From an optimization exercise on the open Yosys and OpenROAD flow, aimed at small area, a short achievable clock period and few clock cycles per item; shortcuts taken in it are not production practice. Where RTL was checked, it was by simulation tests only, not by an equivalence proof against the original.

## classifier_top
module classifier_top (
  input wire clk,
  input wire rst,
  input wire [15:0] data_in0,
  input wire [15:0] data_in1,
  input wire [15:0] data_in2,
  input wire [15:0] data_in3,
  input wire [15:0] data_in4,
  input wire [15:0] data_in5,
  input wire [15:0] data_in6,
  input wire [15:0] data_in7,
  input wire [15:0] data_in8,
  input wire [15:0] data_in9,
  input wire [15:0] data_in10,
  input wire [15:0] data_in11,
  input wire [15:0] data_in12,
  input wire [15:0] data_in13,
  input wire [15:0] data_in14,
  input wire [15:0] data_in15,
  input wire in_valid,
  output logic in_ready,
  output logic signed [39:0] score,
  output logic [1:0] score_class,
  output logic score_valid,
  output logic score_last,
  output logic [1:0] best_class,
  input wire score_ready
);
export LEC_CHECK = 0
export CAP_MARGIN = 20
export CORE_MARGIN = 2
export CORE_UTILIZATION = 55
export SETUP_SLACK_MARGIN = 5
export SLEW_MARGIN = 20
create_clock -name core_clock -period 9.0 [get_ports {clk}]
standard.sh (not shown) runs the stock make flow with config.mk's settings and CLKGATE_MAP_FILE= SYNTH_SCRIPT=/design/flow/synth_recipe.tcl, a recipe that flattens the netlist after the stock synthesis.
==> flow/flow/run.sh <==
#!/bin/bash
set -euo pipefail
export BUFFER_PORTS_ARGS="-buffer_cell sky130_fd_sc_hd__buf_1"
sed -e 's/SETUP_SLACK_MARGIN=5 /SETUP_SLACK_MARGIN=5.5 /' standard.sh > standard_margin.sh
grep -q 'SETUP_SLACK_MARGIN=5.5 ' standard_margin.sh
bash standard_margin.sh > flow.log 2>&1
Testbench counts at the start, summed over its fixed seeds: cycles 824, frames 192.
Then changed:
==> flow/flow/run.sh (replaced) <==
#!/bin/bash
set -euo pipefail
export BUFFER_PORTS_ARGS="-buffer_cell sky130_fd_sc_hd__buf_1"
bash standard.sh > flow.log 2>&1
CORE_UTILIZATION = 35   (was 55)
Effect: The new run went through all stages and came out clean; final area goes down by 1.1%; synthesized cell count does not change; first-iteration DRC count went down by 12%.
Then changed:
CORE_UTILIZATION = 55   (was 35)
Setup slack barely changes.
Final cell count drops by 9.4%.
Core utilization increases by 22 points.
Critical path depth fell by 1.
Count of clock-buffer cells in the layout decreases by 7.
Global-route usage goes up by 8.9 points.
Clock skew is about the same.
Wire length shrinks by 6.9%.
Final area drops by 1.5%.


Setup of run 1:
classifier_top, a different RTL version from the one above (not shown whole).
Size in the first run: about 5100 cells after synthesis, about 1200 flip-flops, roughly 0.054 sq mm of cells after synthesis.
clock: 9.0 ns
lec_check: 0
cap_margin: 20
core_margin: 2
core_utilization: 55
cts_cluster_diameter: 60
cts_cluster_size: 25
setup_slack_margin: 5
slew_margin: 20
==> flow/flow/run.sh <==
#!/bin/bash
set -euo pipefail
export BUFFER_PORTS_ARGS="-buffer_cell sky130_fd_sc_hd__buf_1"
sed -e 's/SETUP_SLACK_MARGIN=5 /SETUP_SLACK_MARGIN=5.8 /' standard.sh > standard_margin.sh
grep -q 'SETUP_SLACK_MARGIN=5.8 ' standard_margin.sh
bash standard_margin.sh > flow.log 2>&1
Testbench counts of run 1, summed over its fixed seeds: cycles 832, frames 192.
Modified inputs, run 2 compared to run 1
==> flow/flow/run.sh <==
#!/bin/bash
set -euo pipefail
export BUFFER_PORTS_ARGS="-buffer_cell sky130_fd_sc_hd__buf_1"
sed -e 's/SETUP_SLACK_MARGIN=5 /SETUP_SLACK_MARGIN=6.1 /' standard.sh > standard_margin.sh
grep -q 'SETUP_SLACK_MARGIN=6.1 ' standard_margin.sh
bash standard_margin.sh > flow.log 2>&1
## What came out
- Routed wire in run 2 totals more than in run 1.
- Run 2 against run 1: slew at the pin closest to its max-slew limit rose by 0.053 ns; worst reg2reg path depth rose by 1; shortest period the worst path allows fell by 0.022 ns.
- Met1 routed wirelength after detailed routing (run 2 vs. run 1) decreases slightly
- There was hardly any difference in instance area at placement between run 2 and run 1.
- The higher final worst slack of run 2 and run 1 is in run 2.
- On largest clock skew in the final design, run 2 does worse than run 1.
> inputs changed (run 2 -> run 3)
- CORE_UTILIZATION changed from 55 to 65
==> flow/flow/run.sh <==
#!/bin/bash
set -euo pipefail
export BUFFER_PORTS_ARGS="-buffer_cell sky130_fd_sc_hd__buf_1"
sed -e 's/SETUP_SLACK_MARGIN=5 /SETUP_SLACK_MARGIN=5.8 /' standard.sh > standard_margin.sh
grep -q 'SETUP_SLACK_MARGIN=5.8 ' standard_margin.sh
bash standard_margin.sh > flow.log 2>&1
## What came out
- Run 3 reports a lower overall die width than run 2 does.
- [compare] base=run 2 new=run 3: signal arrival time at the worst endpoint went up, met2 track demand over resource went up, initial detailed-routing violation count went down.
- Count of vias placed by the detailed router across run 2 and run 3: no real change.


Another version of the RTL of classifier_top (not shown whole).
Size in the first run: roughly 4,800 cells after synthesis, about 310 I/O pins.
## classifier_top
module classifier_top (
  input wire clk,
  input wire rst,
  input wire [15:0] data_in0,
  input wire [15:0] data_in1,
  input wire [15:0] data_in2,
  input wire [15:0] data_in3,
  input wire [15:0] data_in4,
  input wire [15:0] data_in5,
  input wire [15:0] data_in6,
  input wire [15:0] data_in7,
  input wire [15:0] data_in8,
  input wire [15:0] data_in9,
  input wire [15:0] data_in10,
  input wire [15:0] data_in11,
  input wire [15:0] data_in12,
  input wire [15:0] data_in13,
  input wire [15:0] data_in14,
  input wire [15:0] data_in15,
  input wire in_valid,
  output logic in_ready,
  output logic signed [39:0] score,
  output logic [1:0] score_class,
  output logic score_valid,
  output logic score_last,
  output logic [1:0] best_class,
  input wire score_ready
);
clock: 9.0 ns
lec_check: 0
abc_clock_period_in_ps: 4000
cap_margin: 20
core_margin: 2
core_utilization: 35
setup_slack_margin: 5
slew_margin: 20
run.sh (not shown) runs the stock make flow with config.mk's settings and CLKGATE_MAP_FILE= SYNTH_SCRIPT=/design/flow/synth_recipe.tcl, a recipe that flattens the netlist after the stock synthesis.
Stock flow here: none of the scripts above is used.
Testbench counts at the start, summed over its fixed seeds: cycles 824, frames 192.
==> next run, changes <==
Settings changed: ABC_CLOCK_PERIOD_IN_PS 4000 to default, SETUP_SLACK_MARGIN 5 to default.
What happened: Worst setup slack is worse by 480 ps. Utilization is lower by 0.28 points. Cell area falls slightly. Global-route usage drops by 0.20 points.
==> next run, changes <==
Settings changed: SETUP_SLACK_MARGIN from default to 5.
=> The new run finished with timing, DRC and antenna clean. Worst setup slack gains 480 ps. Worst hold slack loses 6.0 ps. Register-to-register slack gains 230 ps. Fmax grows by 11%. Wire length grows by 0.65%. Critical path depth grows by 5. Clock skew grows by 8.9 ps. Cell count hardly moves.


classifier_top, a different RTL version from the one above (not shown whole).
Size: roughly 4700 cells after synthesis, about 310 I/O pins, about 52000 sq um of cells after synthesis.
clock: 9.0 ns
lec_check: 0
cap_margin: 20
core_margin: 2
core_utilization: 55
setup_slack_margin: 5
slew_margin: 20
standard.sh (not shown) runs the stock make flow with config.mk's settings and CLKGATE_MAP_FILE= SYNTH_SCRIPT=/design/flow/synth_recipe.tcl, a recipe that flattens the netlist after the stock synthesis.
==> flow/flow/run.sh <==
#!/bin/bash
set -euo pipefail
export BUFFER_PORTS_ARGS="-buffer_cell sky130_fd_sc_hd__buf_1"
bash standard.sh > flow.log 2>&1
Testbench counts at the start, summed over its fixed seeds: cycles 832, frames 192.
==> next run, changes <==
==> flow/flow/run.sh (replaced) <==
#!/bin/bash
set -euo pipefail
export BUFFER_PORTS_ARGS="-buffer_cell sky130_fd_sc_hd__buf_1"
sed -e 's/SETUP_SLACK_MARGIN=5 /SETUP_SLACK_MARGIN=6.0 /' standard.sh > standard_margin.sh
grep -q 'SETUP_SLACK_MARGIN=6.0 ' standard_margin.sh
bash standard_margin.sh > flow.log 2>&1
--- a/flow/config.mk
+++ b/flow/config.mk
@@ -9,4 +9,6 @@
 export CORE_MARGIN = 2
 export CORE_UTILIZATION = 55
+export CTS_CLUSTER_DIAMETER = 60
+export CTS_CLUSTER_SIZE = 25
 export SETUP_SLACK_MARGIN = 5
 export SLEW_MARGIN = 20
What happened: Sequential share of layout area fell by 0.21 points. Wire length rises by 1.0%. Utilization goes up by 0.46 points. Final area rises by 0.74%. Fmax is higher by 5.9%. Clock skew stays flat. Non-clock buffer count rises by 35. Synthesized area is unchanged. Cell count hardly moves.
==> next run, changes <==
==> flow/flow/run.sh (replaced) <==
#!/bin/bash
set -euo pipefail
export BUFFER_PORTS_ARGS="-buffer_cell sky130_fd_sc_hd__buf_1"
sed -e 's/SETUP_SLACK_MARGIN=5 /SETUP_SLACK_MARGIN=5.6 /' standard.sh > standard_margin.sh
grep -q 'SETUP_SLACK_MARGIN=5.6 ' standard_margin.sh
bash standard_margin.sh > flow.log 2>&1
- routed wire length increases by about 0.5%
- sequential share of layout area increases by 0.11 points
- final cell count hardly moves
- die area is unchanged
- clock-buffer cell count increases by 2
==> next run, changes <==
==> flow/flow/run.sh (replaced) <==
#!/bin/bash
set -euo pipefail
export BUFFER_PORTS_ARGS="-buffer_cell sky130_fd_sc_hd__buf_1"
bash standard.sh > flow.log 2>&1
What happened: Clock skew grows by 0.0073 ns. Global-route usage shrinks by 0.46 points. Via count falls by 0.34%.


Starting RTL as in the previous note.
==> flow/design.v (excerpt) <==
module classifier_top (
  input wire clk,
  input wire rst,
  input wire [15:0] data_in0,
  input wire [15:0] data_in1,
  input wire [15:0] data_in2,
  input wire [15:0] data_in3,
  input wire [15:0] data_in4,
  input wire [15:0] data_in5,
  input wire [15:0] data_in6,
  input wire [15:0] data_in7,
  input wire [15:0] data_in8,
  input wire [15:0] data_in9,
  input wire [15:0] data_in10,
  input wire [15:0] data_in11,
  input wire [15:0] data_in12,
  input wire [15:0] data_in13,
  input wire [15:0] data_in14,
  input wire [15:0] data_in15,
  input wire in_valid,
  output logic in_ready,
  output logic signed [39:0] score,
  output logic [1:0] score_class,
  output logic score_valid,
  output logic score_last,
  output logic [1:0] best_class,
  input wire score_ready
);
  localparam int LW = 20;   
  logic [15:0] din [16];
  logic [15:0] xr [16];
  logic lr;
  logic [1:0] bcnt;
  logic fire;
  assign din[0] = data_in0;
  assign din[1] = data_in1;
  assign din[2] = data_in2;
  assign din[3] = data_in3;
  assign din[4] = data_in4;
  assign din[5] = data_in5;
  assign din[6] = data_in6;
  assign din[7] = data_in7;
  assign din[8] = data_in8;
  assign din[9] = data_in9;
  assign din[10] = data_in10;
  assign din[11] = data_in11;
  assign din[12] = data_in12;
  ...
Settings: LEC_CHECK=0, CAP_MARGIN=20, CORE_MARGIN=2, CORE_UTILIZATION=55, SETUP_SLACK_MARGIN=5, SLEW_MARGIN=20; clock period 9.0 ns.
==> flow/flow/run.sh <==
#!/bin/bash
set -euo pipefail
export BUFFER_PORTS_ARGS="-buffer_cell sky130_fd_sc_hd__buf_1"
sed -e 's/SETUP_SLACK_MARGIN=5 /SETUP_SLACK_MARGIN=5.6 /' standard.sh > standard_margin.sh
grep -q 'SETUP_SLACK_MARGIN=5.6 ' standard_margin.sh
bash standard_margin.sh > flow.log 2>&1
The first run completed without violations.
Testbench counts at the start, summed over its fixed seeds: cycles 832, frames 192.
Rerun with:
==> flow/flow/run.sh (replaced) <==
#!/bin/bash
set -euo pipefail
export BUFFER_PORTS_ARGS="-buffer_cell sky130_fd_sc_hd__buf_1"
sed -e 's/SETUP_SLACK_MARGIN=5 /SETUP_SLACK_MARGIN=5.8 /' standard.sh > standard_margin.sh
grep -q 'SETUP_SLACK_MARGIN=5.8 ' standard_margin.sh
bash standard_margin.sh > flow.log 2>&1
CTS_CLUSTER_DIAMETER = 60   (was default)
CTS_CLUSTER_SIZE = 30   (was default)
The new run ran to the end with no violations.
Global-route usage falls by 0.38 points.
Hold slack gets better by 0.0073 ns.
Register-to-register slack improved by 0.07 ns.
Clock-buffer cell count decreases by 80.
Synthesized cell count is unchanged.
Wire length fell by 1.7%.
Cell area falls by 1.2%.
Die area does not change.
Rerun with:
CTS_CLUSTER_SIZE = 25   (was 30)
After rerunning: Count of clock-buffer cells in the layout stays the same; sequential share of layout area is about the same; wire length hardly moves; setup slack got worse by 0.0069 ns; design area hardly moves; hold slack stays flat; global-route usage barely changes.


Another version of the RTL of classifier_top (not shown whole).
Size in the first run: about 1100 flip-flops, about 310 I/O pins, about 52000 um^2 of cells after synthesis.
clock: 9.0 ns
lec_check: 0
cap_margin: 20
core_margin: 2
core_utilization: 35
setup_slack_margin: 5
slew_margin: 20
==> flow/flow/run.sh <==
#!/bin/bash
set -euo pipefail
export BUFFER_PORTS_ARGS="-buffer_cell sky130_fd_sc_hd__buf_1"
bash standard.sh > flow.log 2>&1
==> next run, changes <==
==> flow/run.sh (new file) <==
#!/bin/bash
# synth_recipe.tcl (not shown) runs the flow's synth.tcl, then flattens the netlist and writes it again
# the make line also repeats each setting of config.mk as NAME=value (left out here)
make -C /OpenROAD-flow-scripts/flow DESIGN_CONFIG=/design/flow/config.mk WORK_HOME=/design/flow/orfs CLKGATE_MAP_FILE= SYNTH_SCRIPT=/design/flow/synth_recipe.tcl finish
removed: flow/flow/run.sh
removed: flow/standard.sh
After rerunning: The changed run passed the timing, DRC and antenna checks. Wire length climbs by 1.2%. Hold slack loses 0.011 ns.
No functional check of the RTL was part of any run of this note.

-- separate check: timing with driven ports --
In the flow no input, the clock included, has a driving cell. The finished layouts below were timed again as built, in two steps.
Step 1 assumes that a clkbuf_16 drives the clock port and a buf_2 every other input.
Step 2, shift: input delay + t, output delay - t, t = (earliest + latest rising clock arrival at the registers) / 2. This alone moves slack from input paths to output paths.
a / b / c = ideal / step 1 / step 2; a / b = the first two.
| run | t (ns) | setup slack, ns | cell pins on the clock port's net |
|---|---|---|---|
| the first run of note 1 | 0.770 | 5.033 / 5.033 / 4.957 | 1 |
| the second run of note 1 | 0.798 | 4.975 / 4.975 / 4.717 | 1 |
| the third run of note 1 | 0.767 | 4.974 / 4.974 / 4.974 | 1 |
| run 1 | 0.748 | 5.792 / 5.734 / 5.211 | 1 |
| run 2 | 0.754 | 5.814 / 5.741 / 5.532 | 1 |
| run 3 | 0.736 | 5.774 / 5.740 / 5.391 | 1 |
| the first run of note 3 | 0.814 | 4.825 / 4.825 / 4.506 | 1 |
| the second run of note 3 | 0.797 | 4.348 / 4.392 / 3.595 | 1 |
| the third run of note 3 | 0.814 | 4.825 / 4.825 / 4.506 | 1 |
| the first run of note 4 | 0.781 | 5.240 / 5.240 / 5.146 | 1 |
| the second run of note 4 | 0.764 | 5.450 / 5.450 / 5.405 | 1 |
| the third run of note 4 | 0.761 | 5.359 / 5.359 / 5.126 | 1 |
| the fourth run of note 4 | 0.746 | 5.244 / 5.244 / 5.145 | 1 |
| the first run of note 5 | 0.781 | 5.378 / 5.378 / 5.112 | 1 |
| the second run of note 5 | 0.744 | 5.447 / 5.447 / 5.273 | 1 |
| the third run of note 5 | 0.742 | 5.440 / 5.440 / 5.255 | 1 |
| the first run of note 6 | 0.798 | 4.788 / 4.788 / 4.788 | 1 |
| the second run of note 6 | 0.809 | 4.888 / 4.888 / 4.788 | 1 |
After both steps every run listed still meets setup and hold. For the second run of note 3, which loses most, drivers alone change the setup slack by +0.044 ns; drivers and shift together by -0.753 ns.
